From an optimization exercise on the open Yosys and OpenROAD flow, aimed at small area and a short achievable clock period; shortcuts taken in it are not production practice. RTL that was checked went through simulation tests only; none was proved equivalent to the original. For run 3, only the layout was checked, not whether the RTL still works. Power is estimated from default activity; no workload was simulated.

## design/flow/config.mk

```make
export PLATFORM = sky130hd
export DESIGN_NAME = pipelineTop
export DESIGN_NICKNAME = pipelineTop
export VERILOG_FILES = /design/flow/design.v
export SDC_FILE = /design/flow/constraint.sdc
export NUM_CORES = 4
export LEC_CHECK = 0
export CAP_MARGIN = 20
export CORE_MARGIN = 2
export CORE_UTILIZATION = 45
export PLACE_DENSITY = 0.6
export SLEW_MARGIN = 20
```

## design/flow/constraint.sdc

```tcl
create_clock -name core_clock -period 10.0 [get_ports {clock}]
set_input_delay 2.0000 -clock core_clock [delete_from_list [all_inputs] [get_ports {clock}]]
set_output_delay 2.0000 -clock core_clock [all_outputs]
set_load 0.01 [all_outputs]
```

## design/flow/design.v

```verilog
module pipelineTop (
	input  logic        clock,
	input  logic        reset,
	input  logic [31:0] instrIn,
	input  logic        instrValid,
	output logic        traceValid,
	output logic [4:0]  traceReg,
	output logic [31:0] traceData
);
	logic [31:0] fInstr;
	logic        fValid;
	always_ff @(posedge clock) begin
		fInstr <= instrIn;  
		fValid <= instrValid & ~reset;
	end
	logic        wbV;
	logic [4:0]  wbR;
	logic [31:0] wbD;
	assign traceValid = wbV;
	assign traceReg   = wbR;
	assign traceData  = wbD;
	logic [31:1][31:0] rf;
	logic [31:1]       rfv;
	logic [31:1]       rfWe;
	always_comb begin
		for (int i = 1; i < 32; i++)
			rfWe[i] = wbV && (wbR == 5'(i));  
	end
	always_ff @(posedge clock) begin
		for (int i = 1; i < 32; i++) begin
			if (rfWe[i])
				rf[i] <= wbD;
			if (reset)
				rfv[i] <= 1'b0;
			else if (rfWe[i])
				rfv[i] <= 1'b1;
		end
	end
	logic [5:0]  op, fn;
	logic [4:0]  rs, rt, rd;
	logic [15:0] imm;
	assign op  = fInstr[31:26];
	assign rs  = fInstr[25:21];
	assign rt  = fInstr[20:16];
	assign rd  = fInstr[15:11];
	assign fn  = fInstr[5:0];
	assign imm = fInstr[15:0];
	logic isR, rAdd, rSub, rAnd, rOr, rXor, rSlt;
	logic iAddiu, iAndi, iOri, iLui, iLw, iSw;
	logic useImm, writes;
	logic [4:0] dest;
	assign isR    = (op == 6'h00);
	assign rAdd   = isR && fn == 6'h21;
	assign rSub   = isR && fn == 6'h23;
	assign rAnd   = isR && fn == 6'h24;
	assign rOr    = isR && fn == 6'h25;
	assign rXor   = isR && fn == 6'h26;
	assign rSlt   = isR && fn == 6'h2A;
	assign iAddiu = (op == 6'h09);
	assign iAndi  = (op == 6'h0C);
	assign iOri   = (op == 6'h0D);
	assign iLui   = (op == 6'h0F);
	assign iLw    = (op == 6'h23);
	assign iSw    = (op == 6'h2B);
	assign useImm = iAddiu | iAndi | iOri | iLui;
	assign writes = rAdd | rSub | rAnd | rOr | rXor | rSlt | useImm | iLw;
	assign dest   = isR ? rd : rt;
	logic [31:0] exA, exB;
	logic [7:0]  exImm8;
	logic        exWr, exSt;
	logic [4:0]  exDest;
	logic        exInv;                        
	logic        exSelSum, exSelAnd, exSelOr, exSelXor, exSelSlt, exSelLd;
	logic        exFwdA, exFwdB;
	logic [31:1] selA, selB;
	logic        wtA, wtB;
	logic [31:0] readA, readB;
	logic [31:0] rfA, rfB;
	always_comb begin
		for (int i = 1; i < 32; i++) begin
			selA[i] = (rs == 5'(i)) && rfv[i];
			selB[i] = (rt == 5'(i)) && rfv[i];
		end
		rfA = '0;
		rfB = '0;
		for (int i = 1; i < 32; i++) begin
			rfA = rfA | ({32{selA[i]}} & rf[i]);
			rfB = rfB | ({32{selB[i]}} & rf[i]);
		end
		wtA = wbV && (wbR == rs);
		wtB = wbV && (wbR == rt);
		readA = wtA ? wbD : rfA;
		readB = wtB ? wbD : rfB;
	end
	logic [31:0] immVal;
	always_comb begin
		if (iLui)
			immVal = {imm, 16'h0};
		else if (iAndi || iOri)
			immVal = {16'h0, imm};
		else
			immVal = {{16{imm[15]}}, imm};
	end
	logic decInv;
	assign decInv = rSub | rSlt;
	always_ff @(posedge clock) begin
		exA      <= iLui ? 32'h0 : readA;
		exB      <= useImm ? immVal : (decInv ? ~readB : readB);
		exImm8   <= imm[7:0];
		exDest   <= dest;
		exInv    <= decInv;
		exSelSum <= rAdd | rSub | iAddiu;
		exSelAnd <= rAnd | iAndi;
		exSelOr  <= rOr | iOri | iLui;
		exSelXor <= rXor;
		exSelSlt <= rSlt;
		exSelLd  <= iLw;
		exFwdA   <= exWr && (exDest == rs) && !iLui;
		exFwdB   <= exWr && (exDest == rt) && !useImm;
		if (reset) begin
			exWr <= 1'b0;
			exSt <= 1'b0;
		end else begin
			exWr <= fValid && writes && (dest != 5'd0);
			exSt <= fValid && iSw;
		end
	end
	logic [31:0] opA, addB, sum;
	logic [32:0] sum33;
	logic        lt;
	assign opA   = exFwdA ? wbD : exA;
	assign addB  = exFwdB ? (exInv ? ~wbD : wbD) : exB;  
	assign sum33 = {opA, exInv} + {addB, exInv};        
	assign sum   = sum33[32:1];
	assign lt    = (opA[31] == addB[31]) ? opA[31] : sum[31];
	logic [63:0][31:0] mem;
	logic [63:0]       mv;
	logic [63:0]       hit, mWe;
	logic [31:0]       ldData;
	function automatic logic [21:0] wordTerms(input logic [7:0] a, input logic [7:0] b);
		logic [7:0] p, g;
		logic       c2;
		logic [21:0] t;
		p  = a ^ b;
		g  = a & b;
		c2 = g[1] | (p[1] & g[0]);
		t[0] = ~(p[2] ^ c2);           
		t[1] =  (p[2] ^ c2);           
		for (int j = 1; j < 6; j++) begin
			t[2 + 4*(j-1) + 0] = ~(p[j+2] ^ (g[j+1] | p[j+1]));   
			t[2 + 4*(j-1) + 1] = ~(p[j+2] ^ g[j+1]);              
			t[2 + 4*(j-1) + 2] =  (p[j+2] ^ (g[j+1] | p[j+1]));   
			t[2 + 4*(j-1) + 3] =  (p[j+2] ^ g[j+1]);              
		end
		wordTerms = t;
	endfunction
	logic [21:0] termWb, termEx, term;
	assign termWb = wordTerms(wbD[7:0], exImm8);
	assign termEx = wordTerms(exA[7:0], exImm8);
	assign term   = exFwdA ? termWb : termEx;
	always_comb begin
		ldData = '0;
		for (int w = 0; w < 64; w++) begin
			hit[w] = term[w & 1];
			for (int j = 1; j < 6; j++)
				hit[w] = hit[w] & term[2 + 4*(j-1) + 2*((w >> j) & 1) + ((w >> (j-1)) & 1)];
			mWe[w] = exSt && hit[w];
			ldData = ldData | ({32{hit[w] && mv[w]}} & mem[w]);
		end
	end
	always_ff @(posedge clock) begin
		for (int w = 0; w < 64; w++) begin
			if (mWe[w])
				mem[w] <= addB;
			if (reset)
				mv[w] <= 1'b0;
			else if (mWe[w])
				mv[w] <= 1'b1;
		end
	end
	logic [31:0] result;
	assign result = ({32{exSelSum}} & sum)
	              | ({32{exSelAnd}} & (opA & addB))
	              | ({32{exSelOr}}  & (opA | addB))
	              | ({32{exSelXor}} & (opA ^ addB))
	              | ({32{exSelSlt}} & {31'h0, lt})
	              | ({32{exSelLd}}  & ldData);
	always_ff @(posedge clock) begin
		wbR <= exDest;
		wbD <= result;
		wbV <= exWr && !reset;
	end
endmodule
```

## design/flow/flow/run.sh

```bash
#!/bin/bash
# Standard ORFS layout through the standard.sh (synthesis unchanged), with:
#  - timing repair asked for a larger setup margin than the default, with
#    post-CTS repair limited to the worst endpoints;
#  - plain buf_4 cells as the port buffers (every port still gets one).
# Every tool's log stays under orfs/logs/; make's own output is in flow_make.log.
set -uo pipefail
bash standard.sh SETUP_SLACK_MARGIN=6.5 TNS_END_PERCENT=5 \
	"BUFFER_PORTS_ARGS=-buffer_cell sky130_fd_sc_hd__buf_4" \
	finish > flow_make.log 2>&1
```

## design/flow/standard.sh

```bash
#!/bin/bash
# synth_recipe.tcl (not shown) runs the flow's synth.tcl, then flattens the netlist and writes it again
# the make line also repeats each setting of config.mk as NAME=value (left out here)
make -C /OpenROAD-flow-scripts/flow DESIGN_CONFIG=/design/flow/config.mk WORK_HOME=/design/flow/orfs CLKGATE_MAP_FILE= SYNTH_SCRIPT=/design/flow/synth_recipe.tcl "${@:-finish}"
```

==> out/results.txt, run 1 <==
Yosys mapped the design onto 79 distinct sky130hd cell types. Cell internal power was estimated by the tool at 22.4 mW. The routed via count divided by cell count was 7.86. The tools report the post-placement cell area as 0.136 mm2.

Routed signal wires occupy layers up through met5. The maximum clock rate is 0.241 GHz, and the post-route clock period utilization is 41.6%. Summed over all cells, the static leakage comes to 52.3 nW. For the worst setup path, the data required time is 10.77 ns. Counting every instance in the synthesized netlist gives 8014. Of the total power, combinational logic draws 1.9%. Max-cap violations in this run came to 0.

STA classifies the critical path endpoint as a register. The H-tree generated during clock tree synthesis spans 5 levels. For this block, the via count after detailed routing is 102000. In the final routed layout, each cell accounts on average for 51.5 um.

Startpoint class of the critical path: a register. After legalization and detailed placement, the total HPWL measured 330000 um. The tools report the number of antenna violations at the first check in global routing as 61. Wire length the detailed router placed on met1: 201000 um. The number of hold violations in the final report is 0.

The total overflow left after global routing is 0. The top-level port count is 73. The worst ir drop on vdd is 0.161 mV, and the total met2 wirelength after detailed routing is 263000 um.

The worst max-slew margin expressed relative to the limit was 16.3%; the post-synth net total was 8136. The first global-routing pass estimated 842000 um of wire. The congestion estimate from routability-driven global placement came to 0.978. The tools report the number of fill cells as 21500. Maximum number of pins on one net before global-route repair: 67. The floorplan step defined a core boundary enclosing 0.283 mm2. Among all flip-flop cells after synthesis, the most frequent one is sky130_fd_sc_hd__edfxtp_1. Along the worst path, the maximum fanout reaches 13.

Of the cells placed in the final design, the portion with a size suffix greater than 1 is 25.5%. The vertical extent of the die was 537 um. Counting flops with a built-in enable in the synthesized netlist gives 3040. At the later pin of the worst-skew pair, clock insertion delay measures 1.00 ns. The flow ran to the end and the layout has no timing, DRC or antenna violations. The die is 537 um wide.

For this design the total switching power over the nets is 5.97 mW. Port buffering added 72 buffers. The die covers 0.289 mm2. The run gives 24600 as the iteration-0 DRC count of the detailed router. The tools report the final net count as 8977. Setup repair after global routing could not meet its margin everywhere. The tools report the total number of placement rows as 195. The tools report the aggregate negative setup slack as 0 ns. Sequential elements use 75.3% of the synthesized area.

Maximum root-to-sink buffer count: 4. The sum of internal, switching and leakage power is 28.4 mW, and the length of routed met3 wiring is 128000 um. The switching share of power is 21.0%, and the final clock skew is 0.0726 ns.

For this design, the sink count on the clock tree is 3294. Each instance of the synthesized netlist takes up on average 16.0 um2. TritonCTS built the clock tree.

The finished cells cover 0.159 mm2. The minimum clock period after layout came out at 4.16 ns. After detailed routing, the number of remaining DRC violations is 0.

Compared with the post-synthesis result, the final layout area differs by 24.1%. The path class of the tightest hold or removal check is reg2reg. Once the floorplan was initialized, standard cells occupied 45.3% of the core.

The overall track demand over capacity in global routing is 43.8%. The clock-pin slew on the worst setup and hold paths came out at 0.07 ns. The tools report the share of power burned in the clock network as 45.5%.

The transition time at the pin with the least slew margin is 1.26 ns, and the number of search-and-repair iterations in the first detailed-routing pass is 14. The fraction of registers with async set/reset works out to 0%. The arrival time of the worst setup path is 4.93 ns, and the reg2reg setup slack is 5.84 ns.

The number of buffers created by CTS is 340, and the total power divided by cell area is 179 mW/mm2. The residual antenna-violating net count after detailed routing is 0, and the via count of the first global-routing pass is 91200. The relative contribution of sequential cells to total power came out at 52.6%. The tools report the detailed-route wire length as 666000 um. The root buffer cell is sky130_fd_sc_hd__clkbuf_16. The setup path with the least slack is of type reg2reg. The tools report the max-slew violation count as 0. Setup violations remaining at the end of the flow were counted as 0. The count of warnings emitted by yosys was 1; the count of state elements after synthesis was 3294. In this run the cell area of the synthesized design comes to 0.128 mm2.
-- path summary, 6_finish.rpt --
path | startpoint | endpoint | depth (start not counted)
max | exImm8[2]$_DFF_P_ | wbD[3]$_DFF_P_ | 14
min | exDest[1]$_DFF_P_ | wbR[1]$_DFF_P_ | 0
max reg2reg | exImm8[2]$_DFF_P_ | wbD[3]$_DFF_P_ | 14
min reg2reg | exDest[1]$_DFF_P_ | wbR[1]$_DFF_P_ | 0
-- sequential cells by signal (all words and copies together) (netlist names), 8 cells and up --
| name | flops |
|---|---|
| mem | 2048 |
| fInstr | 32 |
| mv | 64 |
| exImm8 | 8 |
| exA | 32 |
| wbD | 32 |
| rf | 992 |
| exB | 32 |
| rfv | 31 |
-- stage by stage --
| step | setup slack [ns] | util, % | std cells | hold slack [ns] |
|---|---|---|---|---|
| after floorplan | 6.15 | - | 8014 | 0.329 |
| after global placement | 2.95 | 48.0 | 11600 | 0.427 |
| after detailed placement | 4.23 | 48.0 | 11600 | 0.424 |
| after CTS | 6.10 | 54.8 | 12700 | 0.447 |
| after global routing | 5.91 | 56.2 | 12900 | 0.450 |
| final | 5.84 | 56.2 | 12900 | 0.457 |
-- synth_stat cells, types with 16 or more instances --
| master | count | share of area (%) |
|---|---|---|
| sky130_fd_sc_hd__a221oi_1 | 491 | 3.4 |
| sky130_fd_sc_hd__mux2i_1 | 34 | 0.27 |
| sky130_fd_sc_hd__o22ai_1 | 19 | 0.093 |
| sky130_fd_sc_hd__a32oi_1 | 32 | 0.22 |
| sky130_fd_sc_hd__and4_1 | 27 | 0.18 |
| sky130_fd_sc_hd__nor3_1 | 65 | 0.25 |
| sky130_fd_sc_hd__xor2_1 | 43 | 0.29 |
| sky130_fd_sc_hd__a21oi_1 | 204 | 0.80 |
| sky130_fd_sc_hd__nand3_1 | 182 | 0.71 |
| sky130_fd_sc_hd__and3_1 | 80 | 0.39 |
| sky130_fd_sc_hd__clkbuf_1 | 423 | 1.2 |
| sky130_fd_sc_hd__o2111ai_1 | 21 | 0.14 |
| sky130_fd_sc_hd__nor2b_1 | 16 | 0.078 |
| sky130_fd_sc_hd__a21o_1 | 18 | 0.11 |
| sky130_fd_sc_hd__o21ai_0 | 91 | 0.36 |
| sky130_fd_sc_hd__nor2_1 | 418 | 1.2 |
| sky130_fd_sc_hd__nor4_1 | 73 | 0.36 |
| sky130_fd_sc_hd__buf_1 | 58 | 0.17 |
| sky130_fd_sc_hd__inv_1 | 120 | 0.35 |
| sky130_fd_sc_hd__ha_1 | 86 | 0.84 |
| sky130_fd_sc_hd__a22oi_1 | 859 | 5.0 |
| sky130_fd_sc_hd__a222oi_1 | 83 | 0.65 |
| sky130_fd_sc_hd__xnor2_1 | 81 | 0.55 |
| sky130_fd_sc_hd__edfxtp_1 | 3040 | 71 |
| sky130_fd_sc_hd__buf_2 | 75 | 0.29 |
| sky130_fd_sc_hd__nand2_1 | 125 | 0.37 |
| sky130_fd_sc_hd__nand4_1 | 253 | 1.2 |
| sky130_fd_sc_hd__and2_1 | 24 | 0.12 |
| sky130_fd_sc_hd__a22o_1 | 500 | 3.4 |
| sky130_fd_sc_hd__o41ai_1 | 18 | 0.12 |
| sky130_fd_sc_hd__dfxtp_1 | 254 | 4.0 |
-- worst max-delay path, cell delays in order (launching register included) --
cell,delay [ns]
sky130_fd_sc_hd__dfxtp_2,0.37
sky130_fd_sc_hd__inv_2,0.05
sky130_fd_sc_hd__ha_2,0.29
sky130_fd_sc_hd__xor2_2,0.20
sky130_fd_sc_hd__buf_6,0.16
sky130_fd_sc_hd__buf_12,0.14
sky130_fd_sc_hd__mux2_4,0.37
sky130_fd_sc_hd__buf_12,0.16
sky130_fd_sc_hd__nand2_1,0.09
sky130_fd_sc_hd__buf_6,0.33
sky130_fd_sc_hd__o21ai_0,0.27
sky130_fd_sc_hd__a221oi_2,0.26
sky130_fd_sc_hd__nand4_1,0.21
sky130_fd_sc_hd__nor4_4,0.86
sky130_fd_sc_hd__o221ai_2,0.21
-- cells in the final DEF (no fill, tap or decap), types with 34 or more instances in the layout --
| master | count |
|---|---|
| sky130_fd_sc_hd__edfxtp_1 | 3040 |
| sky130_fd_sc_hd__a22oi_1 | 817 |
| sky130_fd_sc_hd__buf_4 | 691 |
| sky130_fd_sc_hd__a22o_1 | 494 |
| sky130_fd_sc_hd__a221oi_1 | 384 |
| sky130_fd_sc_hd__clkbuf_16 | 374 |
| sky130_fd_sc_hd__nor2_1 | 307 |
| sky130_fd_sc_hd__nand4_1 | 253 |
| sky130_fd_sc_hd__dfxtp_1 | 213 |
| sky130_fd_sc_hd__nand3_1 | 172 |
| sky130_fd_sc_hd__a21oi_1 | 160 |
| sky130_fd_sc_hd__buf_12 | 130 |
| sky130_fd_sc_hd__nand2_1 | 115 |
| sky130_fd_sc_hd__buf_6 | 113 |
| sky130_fd_sc_hd__nor2_4 | 103 |
| sky130_fd_sc_hd__inv_1 | 101 |
| sky130_fd_sc_hd__a221oi_2 | 94 |
| sky130_fd_sc_hd__a222oi_1 | 83 |
| sky130_fd_sc_hd__clkbuf_1 | 78 |
| sky130_fd_sc_hd__o21ai_0 | 76 |
| sky130_fd_sc_hd__clkinv_1 | 60 |
| sky130_fd_sc_hd__xnor2_1 | 59 |
| sky130_fd_sc_hd__clkinv_2 | 58 |
| sky130_fd_sc_hd__nor3_1 | 53 |
| sky130_fd_sc_hd__ha_1 | 52 |
| sky130_fd_sc_hd__diode_2 | 44 |
| sky130_fd_sc_hd__a22oi_2 | 42 |
| sky130_fd_sc_hd__and3_4 | 37 |
| sky130_fd_sc_hd__xor2_1 | 35 |
| sky130_fd_sc_hd__and3_2 | 35 |
| sky130_fd_sc_hd__nor4_4 | 34 |
-- per-layer routing --
layer,track usage (%),up-vias
li1,-,35200
met1,51.4,49600
met2,60.7,12700
met3,21.8,3944
met4,34.6,72
met5,0.839,-
-- cell type report --
type,count,area [um2],area share [%]
Inverter,120,458,0.288
Multi-Input combinational cell,4050,34200,21.5
Timing Repair Buffer,1049,11800,7.45
Sequential cell,3294,96500,60.8
Clock inverter,178,1770,1.11
Antenna cell,44,110,0.0693
Clock buffer,448,9320,5.87
Tap cell,3743,4680,2.95
-- kinds of logic (layout without fill, tap and decap cells) --
logic type	count (synthesis)	in the layout	share of synthesized area [%]
other	0	44	0
flip-flops	3294	3294	75.3
AND/OR/NAND/NOR	1334	1338	5.39
multiplexers	52	63	0.442
XOR/XNOR	126	126	0.874
AO/OA/AOI/OAI	2435	2435	14.9
buffers and inverters	685	1795	2.14
adder cells (fa/ha/maj)	88	88	0.865
-- power groups by stage --
stage | Sequential (mW) | Clock (mW) | Combinational (mW)
after global routing | 14.9 | 13.4 | 0.540
final | 14.9 | 12.9 | 0.544
after detailed placement | 15.2 | 0 | 0.303
after floorplan | 15.2 | 0 | 0.152
after global placement | 15.2 | 0 | 0.297
after CTS | 14.9 | 12.8 | 0.446
-- what timing repair did --
action	in CTS	in global routing
gates resized for setup	771	325
hold buffers	0	0
setup endpoints to repair	2213	1778
setup buffers	360	184
gates cloned	48	31
endpoints found under the hold margin	0	0
pin swaps	187	177
==> run 2, diff against run 1 <==
--- a/design/flow/config.mk
+++ b/design/flow/config.mk
@@ -8,5 +8,7 @@
 export CAP_MARGIN = 20
 export CORE_MARGIN = 2
 export CORE_UTILIZATION = 45
+export CTS_CLUSTER_DIAMETER = 80
+export CTS_CLUSTER_SIZE = 25
 export PLACE_DENSITY = 0.6
 export SLEW_MARGIN = 20
==> out/results.txt, run 2 <==
The flow ran to the end and the layout has no timing, DRC or antenna violations. TritonCTS built the clock tree. Maximum level of the CTS H-tree: 4 (-1).

For this run, the leading register cell type out of synthesis is sky130_fd_sc_hd__edfxtp_1. The run gives 12.4% (-3.9 points) as the worst max-slew margin expressed relative to the limit. The number of flops mapped to enable cells by yosys was 3040 (unchanged).

In this run the clock root is driven by a sky130_fd_sc_hd__clkbuf_16. In the final layout, the registers with the most flip-flops are mem: 2048 flops, rf: 992 flops, mv: 64 flops. The average detailed-routed wire length per instance is 52.3 um (+1.5%). The post-route clock period utilization works out to 43.5% (+1.9 points).

The final net count was 8795 (-2.0%). The slack of the critical path was 5.65 ns (-0.195 ns). The total clock sinks is 3294 (unchanged). The kind of critical path is reg2reg. For this design, the slowest cell found on the critical path is sky130_fd_sc_hd__nor2_1. The logs give 195 (unchanged) for the total number of placement rows and 0.978 (unchanged) for the final weighted congestion in routability-driven placement.

The count of buffering cells on the critical path with inverters included came out at 5 (unchanged). The run gives 4 (unchanged) as the maximum root-to-sink buffer count. The logs give 67 (unchanged) for the maximum number of pins on one net before global-route repair and 833000 um (-0.98%) for the first-pass GRT wire length. The data required time at the worst endpoint came out at 10.84 ns (+0.07 ns). Setup repair after global routing could not meet its margin everywhere. The logs give 5.19 ns (+0.26 ns) for the arrival time of the worst setup path and 330000 um (unchanged) for the detailed-placement wirelength estimate. For the number of remaining DRC errors, the log shows 0 (unchanged). The tools report the final-report setup violation count as 0 (unchanged).

The worst setup timing slack at the placement stage was 4.23 ns (unchanged); the residual antenna-violating net count after detailed routing was 0 (unchanged). The leakage power is 49.4 nW (-5.5%). The floorplan die area is 0.289 mm2 (unchanged), and the transition time at the pin with the least slew margin is 1.31 ns (+0.0585 ns). Highest fanout seen on the critical path: 5 (-8). The maximum clock rate was 0.230 GHz (-4.5%); the vertical extent of the die was 537 um (unchanged). The mapped cell area is 0.128 mm2 (unchanged), and the initial standard-cell utilization of the core is 45.3% (unchanged). The worst setup path is launched from a register. By area the synthesized netlist is led by sky130_fd_sc_hd__edfxtp_1 (71%), sky130_fd_sc_hd__a22oi_1 (5.0%), sky130_fd_sc_hd__dfxtp_1 (4.0%). For the count of warnings emitted by yosys, the log shows 1 (unchanged).

The clock-pin slew on the worst setup and hold paths was 0.10 ns (+0.03 ns). The cell that appears most often on the critical path is sky130_fd_sc_hd__buf_6. Number of buffers created by CTS: 168 (-51%). Ranked by flip-flop count, first place goes to mem.

The overall overflow remaining after global route is 0 (unchanged), and the count of state elements after synthesis is 3294 (unchanged). Via count of the routed design: 100000 (-1.5%). The run gives 0.0902 ns (+0.0176 ns) as the final clock skew. The die extent in x works out to 537 um (unchanged).

The run gives 0.173 mV (+7.3%) as the worst ir drop on vdd. For the total of max-cap violations, the log shows 0 (unchanged). The largest area contributor in the synthesized netlist was sky130_fd_sc_hd__edfxtp_1. Number of cells produced by synthesis: 8014 (unchanged).

The number of hold violations in the final report was 0 (unchanged); the area growth from synthesis to layout was 19.4%. The most common library cell in the layout ignoring fill and taps was sky130_fd_sc_hd__edfxtp_1. The total power divided by cell area is 155 mW/mm2 (-13%).

The post-synth net total is 8136 (unchanged). The dominant cell by count in the synthesized netlist was sky130_fd_sc_hd__edfxtp_1. Capturing element type of the critical path: a register. The fraction of registers with async set/reset is 0% (unchanged).

Broken down by cell family, the worst path's largest delay share belongs to simple AND/OR/NAND/NOR gates. The post-synthesis area per instance is 16.0 um2 (unchanged). The iteration-0 DRC count of the detailed router is 23300 (-5.6%), and the routed via count divided by cell count is 7.96 (+1.2%). The detailed-route wire length was 658000 um (-1.2%). Leaving out fill and tap cells, the most frequent cells in the layout are sky130_fd_sc_hd__edfxtp_1 (3040), sky130_fd_sc_hd__a22oi_1 (806), sky130_fd_sc_hd__buf_4 (700). The share of cells above drive strength 1 was 23.1% (-2.3 points). For the top-level port count, the log shows 73 (unchanged). The run gives 89600 (-1.8%) as the via count of the first global-routing pass. The run gives 56 (-8.2%) as the number of antenna violations at the first check in global routing. Area inside the core boundary: 0.283 mm2 (unchanged). The count of port buffers added during placement came out at 72 (unchanged). In this run the worst hold path is classified as reg2reg. The aggregate negative setup slack was 0 ns (unchanged). The share of the synthesized area in the top cell type was 71.4% (unchanged). The longest individual stage delay on the worst path came out at 0.87 ns (about the same).

The flip-flop count of the largest register, all copies and words added works out to 2048 (unchanged). The count of different cell masters after synthesis was 79 (unchanged); the overall track demand over capacity in global routing was 43.5% (-0.32 points). The minimum clock period after layout was 4.35 ns (+0.195 ns); the max-slew violation count was 0 (unchanged). The run gives 17 (+3) as the number of search-and-repair iterations in the first detailed-routing pass. Sorting the synthesized cells by how often they occur yields sky130_fd_sc_hd__edfxtp_1 (3040), sky130_fd_sc_hd__a22oi_1 (859), sky130_fd_sc_hd__a22o_1 (500). The post-route worst hold slack is 0.455 ns (-0.00171 ns), and the portion of the post-synthesis area used by sequential elements is 75.3% (unchanged). The critical path goes through inv_2, ha_4, xnor2_4, buf_6, mux2i_4, buf_6, nand4_1, buf_6, nor2_1, a22oi_1, o21ai_0, a221oi_1, nand4_1, o41ai_4, buf_4, o211ai_1.

Count of hold-fix buffers inserted at cts: 0 (unchanged). The insertion delay to the later sink of the worst-skew pair was 1.01 ns (about the same).
## run 2: cell types whose count changed in the layout (fill, tap and decap cells not counted), moves of 9 or more
cell | previous run | this run
sky130_fd_sc_hd__buf_4 | 691 | 700
sky130_fd_sc_hd__bufinv_16 | 30 | 6
sky130_fd_sc_hd__clkbuf_16 | 374 | 194
sky130_fd_sc_hd__clkinv_1 | 60 | 2
sky130_fd_sc_hd__clkbuf_8 | 24 | 7
sky130_fd_sc_hd__clkbuf_1 | 78 | 52
sky130_fd_sc_hd__buf_6 | 113 | 95
sky130_fd_sc_hd__a22oi_1 | 817 | 806
sky130_fd_sc_hd__a22oi_2 | 42 | 53
sky130_fd_sc_hd__clkinv_2 | 58 | 4
## run 2: worst register-to-register path: cells and delay by family (launching register included)
kind	cells	cell delay, ns
and+or+nand+nor	3	1.21
AOI/OAI and AO/OA	5	1.12
buffers and inverters	5	0.75
DFF	1	0.42
muxes	1	0.31
adders and majority gates	1	0.28
xor gates and xnor gates	1	0.16
## run 2: kinds of logic (layout without fill, tap and decap cells)
group | after synthesis | after routing | share of synthesized area, %
adder cells (fa/ha/maj) | 88 | 88 | 0.865
XOR/XNOR | 126 | 126 | 0.874
AO/OA/AOI/OAI | 2435 | 2435 | 14.9
AND/OR/NAND/NOR | 1334 | 1345 | 5.39
other | 0 | 50 | 0
flip-flops | 3294 | 3294 | 75.3
multiplexers | 52 | 60 | 0.442
buffers and inverters | 685 | 1436 | 2.14
## run 2: metal layers
metal	global-route usage, %	up-vias	wire length, um
li1	-	34700	-
met3	21.3	3908	125000
met4	34.1	58	72400
met2	60.2	12500	261000
met5	0.970	-	1320
met1	51.4	48900	199000
## run 2: what timing repair did
action,in CTS,in global routing
setup buffers,399,143
setup endpoints to repair,2213,1861
gates cloned,49,23
pin swaps,215,124
resized for setup,787,273
## run 2: through the flow
| stage | total power [mW] | cells | instance area, um2 | utilization, % |
|---|---|---|---|---|
| floorplan | 15.4 | 8014 | 129000 | - |
| global placement | 15.5 | 11600 | 136000 | 48.0 |
| detailed placement | 15.5 | 11600 | 136000 | 48.0 |
| finish | 23.7 | 12600 | 153000 | 54.1 |
| CTS | 23.5 | 12400 | 150000 | 53.0 |
| global route | 24.0 | 12500 | 153000 | 54.0 |
## run 2: area by class of cell
class	count	area, um2
Tap cell	3743	4680
Fill cell	22100	130000
Inverter	120	450
Clock buffer	233	4640
Sequential cell	3294	96500
Antenna cell	50	125
Timing Repair Buffer	1035	11600
Multi-Input combinational cell	4054	34100
Clock inverter	48	668
## run 2: worst paths after layout
check	start	endpoint	slack [ns]	depth (start not counted)
min	exDest[0]$_DFF_P_	wbR[0]$_DFF_P_	0.46	0
max reg2reg	wbD[4]$_DFF_P_	wbD[16]$_DFF_P_	5.65	16
min reg2reg	exDest[0]$_DFF_P_	wbR[0]$_DFF_P_	0.46	0
max	wbD[4]$_DFF_P_	wbD[16]$_DFF_P_	5.65	16
## run 2: power by group
part           switching, mW  internal [mW]
Combinational          0.343          0.188
Sequential            0.0364           14.9
Clock                   4.71           3.52
==> run 3, diff against run 2 <==
--- a/design/flow/design.v
+++ b/design/flow/design.v
@@ -75,22 +75,19 @@
 	logic [31:1] selA, selB;
 	logic        wtA, wtB;
 	logic [31:0] readA, readB;
-	logic [31:0] rfA, rfB;
 	always_comb begin
 		for (int i = 1; i < 32; i++) begin
-			selA[i] = (rs == 5'(i)) && rfv[i];
-			selB[i] = (rt == 5'(i)) && rfv[i];
-		end
-		rfA = '0;
-		rfB = '0;
-		for (int i = 1; i < 32; i++) begin
-			rfA = rfA | ({32{selA[i]}} & rf[i]);
-			rfB = rfB | ({32{selB[i]}} & rf[i]);
+			selA[i] = (rs == 5'(i)) && rfv[i] && !rfWe[i];
+			selB[i] = (rt == 5'(i)) && rfv[i] && !rfWe[i];
 		end
 		wtA = wbV && (wbR == rs);
 		wtB = wbV && (wbR == rt);
-		readA = wtA ? wbD : rfA;
-		readB = wtB ? wbD : rfB;
+		readA = {32{wtA}} & wbD;
+		readB = {32{wtB}} & wbD;
+		for (int i = 1; i < 32; i++) begin
+			readA = readA | ({32{selA[i]}} & rf[i]);
+			readB = readB | ({32{selB[i]}} & rf[i]);
+		end
 	end
 	logic [31:0] immVal;
 	always_comb begin
==> design/flow/run.sh (new file) <==
#!/bin/bash
# synth_recipe.tcl (not shown) runs the flow's synth.tcl, then flattens the netlist and writes it again
# the make line also repeats each setting of config.mk as NAME=value (left out here)
make -C /OpenROAD-flow-scripts/flow DESIGN_CONFIG=/design/flow/config.mk WORK_HOME=/design/flow/orfs CLKGATE_MAP_FILE= SYNTH_SCRIPT=/design/flow/synth_recipe.tcl finish
--- a/design/flow/config.mk
+++ b/design/flow/config.mk
@@ -8,7 +8,6 @@
 export CAP_MARGIN = 20
 export CORE_MARGIN = 2
 export CORE_UTILIZATION = 45
-export CTS_CLUSTER_DIAMETER = 80
-export CTS_CLUSTER_SIZE = 25
 export PLACE_DENSITY = 0.6
+export SETUP_SLACK_MARGIN = 5
 export SLEW_MARGIN = 20
removed: design/flow/flow/run.sh
removed: design/flow/standard.sh
==> out/results.txt, run 3 <==
The portion of the post-synthesis area used by sequential elements was 75.5% (+0.16 points); the minimum clock period after layout was 5.21 ns (+0.863 ns). The worst ir drop on vdd was 0.177 mV (+2.1%). Clock tree synthesis selected as its root buffer the cell sky130_fd_sc_hd__clkbuf_16. The combined flip-flop and latch cell area came out at 0.0964 mm2 (about the same). The fraction of registers with async set/reset came out at 0% (unchanged). The total area of multi-input combinational cells was 0.0310 mm2 (-8.9%). The startpoint class of the critical path is a register. The most common library cell in the layout ignoring fill and taps is sky130_fd_sc_hd__edfxtp_1. The number of remaining DRC errors was 0 (unchanged).

The kind of critical path was reg2reg. Max-slew violation count: 0 (unchanged). Ranked by total cell area, the synthesized netlist is headed by sky130_fd_sc_hd__edfxtp_1 (72%), sky130_fd_sc_hd__a22oi_1 (5.2%), sky130_fd_sc_hd__dfxtp_1 (4.0%).

The via count of the first global-routing pass came out at 88200 (-1.5%). The tools report the initial standard-cell utilization of the core as 45.2% (-0.058 points). For the maximum clock rate, the log shows 0.192 GHz (-17%). Of all cell types, the one taking the most synthesized area is sky130_fd_sc_hd__edfxtp_1.

The flip-flop count of the largest register, all copies and words added was 2048 (unchanged). The register with the highest flop count is mem. The run finished with no timing, DRC or antenna violations. The total power divided by cell area came out at 189 mW/mm2 (+22%). The most common cell in the synthesized netlist is sky130_fd_sc_hd__edfxtp_1. For the final-report setup violation count, the log shows 0 (unchanged). In the layout the commonest cells are sky130_fd_sc_hd__edfxtp_1 (3040), sky130_fd_sc_hd__a22oi_1 (891), sky130_fd_sc_hd__a221oi_1 (542).

The die extent in x is 537 um (-0.11%), and the total of max-cap violations is 0 (unchanged). The first-pass GRT wire length is 798000 um (-4.2%), and the leakage power is 48.6 nW (-1.7%). The logs give 1 (unchanged) for the count of warnings emitted by yosys and 0.128 mm2 (-0.21%) for the mapped cell area. The largest registers in the layout are mem: 2048 flops, rf: 992 flops, mv: 64 flops.

By count the netlist is led by sky130_fd_sc_hd__edfxtp_1 (3040), sky130_fd_sc_hd__a22oi_1 (891), sky130_fd_sc_hd__a221oi_1 (548). The count of state elements after synthesis came out at 3294 (unchanged). The sum of internal, switching and leakage power came out at 27.9 mW (+18%). The logs give 10.69 ns (-0.15 ns) for the data required time at the worst endpoint and 0.288 mm2 (-0.21%) for the floorplan die area. The clock-pin slew on the worst setup and hold paths came out at 0.06 ns (-0.04 ns). Iteration-0 DRC count of the detailed router: 22900 (-1.4%).

The run gives 3294 (unchanged) as the total clock sinks. The number of cells produced by synthesis is 7939 (-0.94%). The post-synthesis area per instance was 16.1 um2 (+0.73%); the overall track demand over capacity in global routing was 41.4% (-2.1 points). The run gives 0.0990 ns (+0.00881 ns) as the final clock skew. STA classifies the critical path endpoint as a register. Flip-flop cell with the highest count after synthesis: sky130_fd_sc_hd__edfxtp_1. The highest fanout seen on the critical path is 38 (+33). The fraction of the mapped netlist area in simple logic gates works out to 5.36% (-0.034 points). Number of flops mapped to enable cells by yosys: 3040 (unchanged). The overall overflow remaining after global route was 0 (unchanged). The transition time at the pin with the least slew margin works out to 1.36 ns (+0.0494 ns).

The arrival time of the worst setup path is 5.91 ns (+0.72 ns), and the post-synth net total is 8061 (-0.92%). The number of hold violations in the final report was 0 (unchanged); the detailed-route wire length was 611000 um (-7.1%). The logs give 22600 (+2.3%) for the number of fill cells and 1.01 (+3.0%) for the final weighted congestion in routability-driven placement.

The share of the synthesized area in compound gates (AO/OA/AOI/OAI) was 15.0% (+0.021 points); the vertical extent of the die was 537 um (-0.11%). Setup repair after global routing could not meet its margin everywhere. TritonCTS built the clock tree. The tools report the number of buffers created by CTS as 341 (+100%). The count of port buffers added during placement is 72 (unchanged). The via count of the routed design is 96200 (-3.8%).

The tools report the top-level port count as 73 (unchanged). Maximum number of pins on one net before global-route repair: 67 (unchanged). The routed via count divided by cell count is 7.77 (-2.3%), and the adder-cell share of the synthesized area is 0.859% (-0.0060 points).

The number of search-and-repair iterations in the first detailed-routing pass is 10 (-7). Maximum level of the CTS H-tree: 5 (+1). The area growth from synthesis to layout is 16.0%. The main combinational cell family by area after synthesis is compound AO/OA/AOI/OAI gates.

The worst max-slew margin expressed relative to the limit was 9.07% (-3.3 points); the insertion delay to the later sink of the worst-skew pair was 0.97 ns (-0.04 ns). For the final net count, the log shows 8448 (-3.9%). The residual antenna-violating net count after detailed routing was 0 (unchanged). The detailed-placement wirelength estimate was 330000 um (about the same). The tightest min-delay check is of the reg2reg type. The average detailed-routed wire length per instance is 49.4 um (-5.6%), and the share of cells above drive strength 1 is 15.5% (-7.7 points).

The count of hold-fix buffers inserted at cts was 0 (unchanged); the maximum root-to-sink buffer count was 4 (unchanged). Xor and xnor fraction of the mapped netlist area: 0.903% (+0.028 points). For the aggregate negative setup slack, the log shows 0 ns (unchanged). The share of cell area taken by muxes after synthesis is 0.520% (+0.078 points), and the post-route clock period utilization is 52.1% (+8.6 points). The logs give 0.282 mm2 (about the same) for the area inside the core boundary and 74 (-6.3%) for the count of different cell masters after synthesis. The share of the synthesized area in the top cell type works out to 71.5% (+0.15 points). The logs give 195 (unchanged) for the total number of placement rows and 57 (+1.8%) for the number of antenna violations at the first check in global routing.
## run 3: routing by layer
layer	vias to the layer above	GRT usage, %	share of wire (%)
li1	34100	-	-
met1	47400	50.4	31
met2	11400	59.2	41
met3	3225	16.8	18
met4	56	30.6	9.7
met5	-	0	0.069
## run 3: cell type report
class / count / share of cell area [%]
repair buffers: 549 / 3.14
multi-input cells: 4035 / 21.0
well taps: 3743 / 3.16
clock buffers: 448 / 6.27
inverters: 105 / 0.266
clock inverters: 172 / 1.03
flip-flops and latches: 3294 / 65.1
diodes: 33 / 0.0558
## run 3: timing repair
| action | 4_1_cts | 5_1_grt |
|---|---|---|
| gates resized for setup | 79 | 72 |
| setup endpoints to repair | 207 | 28 |
| pin swaps | 11 | 18 |
| buffers inserted | 17 | 26 |
| gates cloned | 1 | 2 |
## run 3: path summary, 6_finish.rpt
path                      from         endpoint  slack [ns]  depth (start not counted)
max             wbD[6]$_DFF_P_  wbD[15]$_DFF_P_        4.79                         15
min          exDest[4]$_DFF_P_   wbR[4]$_DFF_P_        0.38                          0
max reg2reg     wbD[6]$_DFF_P_  wbD[15]$_DFF_P_        4.79                         15
min reg2reg  exDest[4]$_DFF_P_   wbR[4]$_DFF_P_        0.38                          0
## run 3: cell families after synthesis
logic type,Yosys count
fa+ha+maj,87
mux,63
compound gates,2418
simple gates,1336
buf+inv,612
xor+xnor,129
flops,3294
## run 3: report_power, final
group,total (mW),internal [mW],switching [mW],leakage [nW]
logic,0.393,0.0926,0.300,11.8
registers,15.0,14.9,0.0344,31.5
clock network,12.6,7.06,5.51,5.28
## run 3: per-stage QoR
step / hold slack (ns) / setup slack [ns] / cell area (um2) / cells / util, %
floorplan: 0.329 / 5.03 / 128000 / 7939 / -
global placement: 0.380 / 2.76 / 136000 / 11700 / 48.2
detailed placement: 0.382 / 4.08 / 136000 / 11700 / 48.2
CTS: 0.391 / 4.94 / 147000 / 12300 / 52.2
global route: 0.394 / 4.85 / 148000 / 12300 / 52.4
finish: 0.383 / 4.79 / 148000 / 12400 / 52.4
## run 3: worst max-delay path: stages, from the launching register on
cell and delay, ns:
sky130_fd_sc_hd__dfxtp_1 0.36, sky130_fd_sc_hd__buf_12 0.21, sky130_fd_sc_hd__inv_1 0.07, sky130_fd_sc_hd__ha_1 0.35, sky130_fd_sc_hd__xnor2_1 0.17, sky130_fd_sc_hd__mux2i_1 0.21
sky130_fd_sc_hd__buf_6 0.21, sky130_fd_sc_hd__nand4_1 0.34, sky130_fd_sc_hd__nor4_2 0.37, sky130_fd_sc_hd__buf_4 0.39, sky130_fd_sc_hd__buf_4 0.76, sky130_fd_sc_hd__a22oi_1 0.20
sky130_fd_sc_hd__nand4b_1 0.46, sky130_fd_sc_hd__o41ai_4 0.11, sky130_fd_sc_hd__buf_6 0.23, sky130_fd_sc_hd__o211ai_1 0.48

afterwards: timing with drivers on the ports:
In the flow no input, the clock included, has a driving cell. The finished layouts below were timed again as built, in two steps.
Step 1 sets driving cells, clkbuf_16 on the clock port and buf_2 on the other inputs (assumed; they add their load-dependent delay and slew).
Step 2 times the ports against the registers' clock, not the clock port: input delays grow and output delays shrink by t, the midpoint of the rising clock arrivals with the driver on.
a / b / c = ideal ports / drivers / drivers and shift; a / b = the first two.
| run | shift t [ns] | slack for setup (ns) | worst hold slack (ns) |
|---|---|---|---|
| run 1 | 1.070 | 5.843 / 5.843 / 5.843 | 0.457 / 0.457 / 0.457 |
| run 2 | 1.055 | 5.648 / 5.648 / 5.648 | 0.455 / 0.455 / 0.455 |
| run 3 | 1.027 | 4.786 / 4.786 / 4.786 | 0.383 / 0.383 / 0.383 |
After both steps every run listed still meets setup and hold.
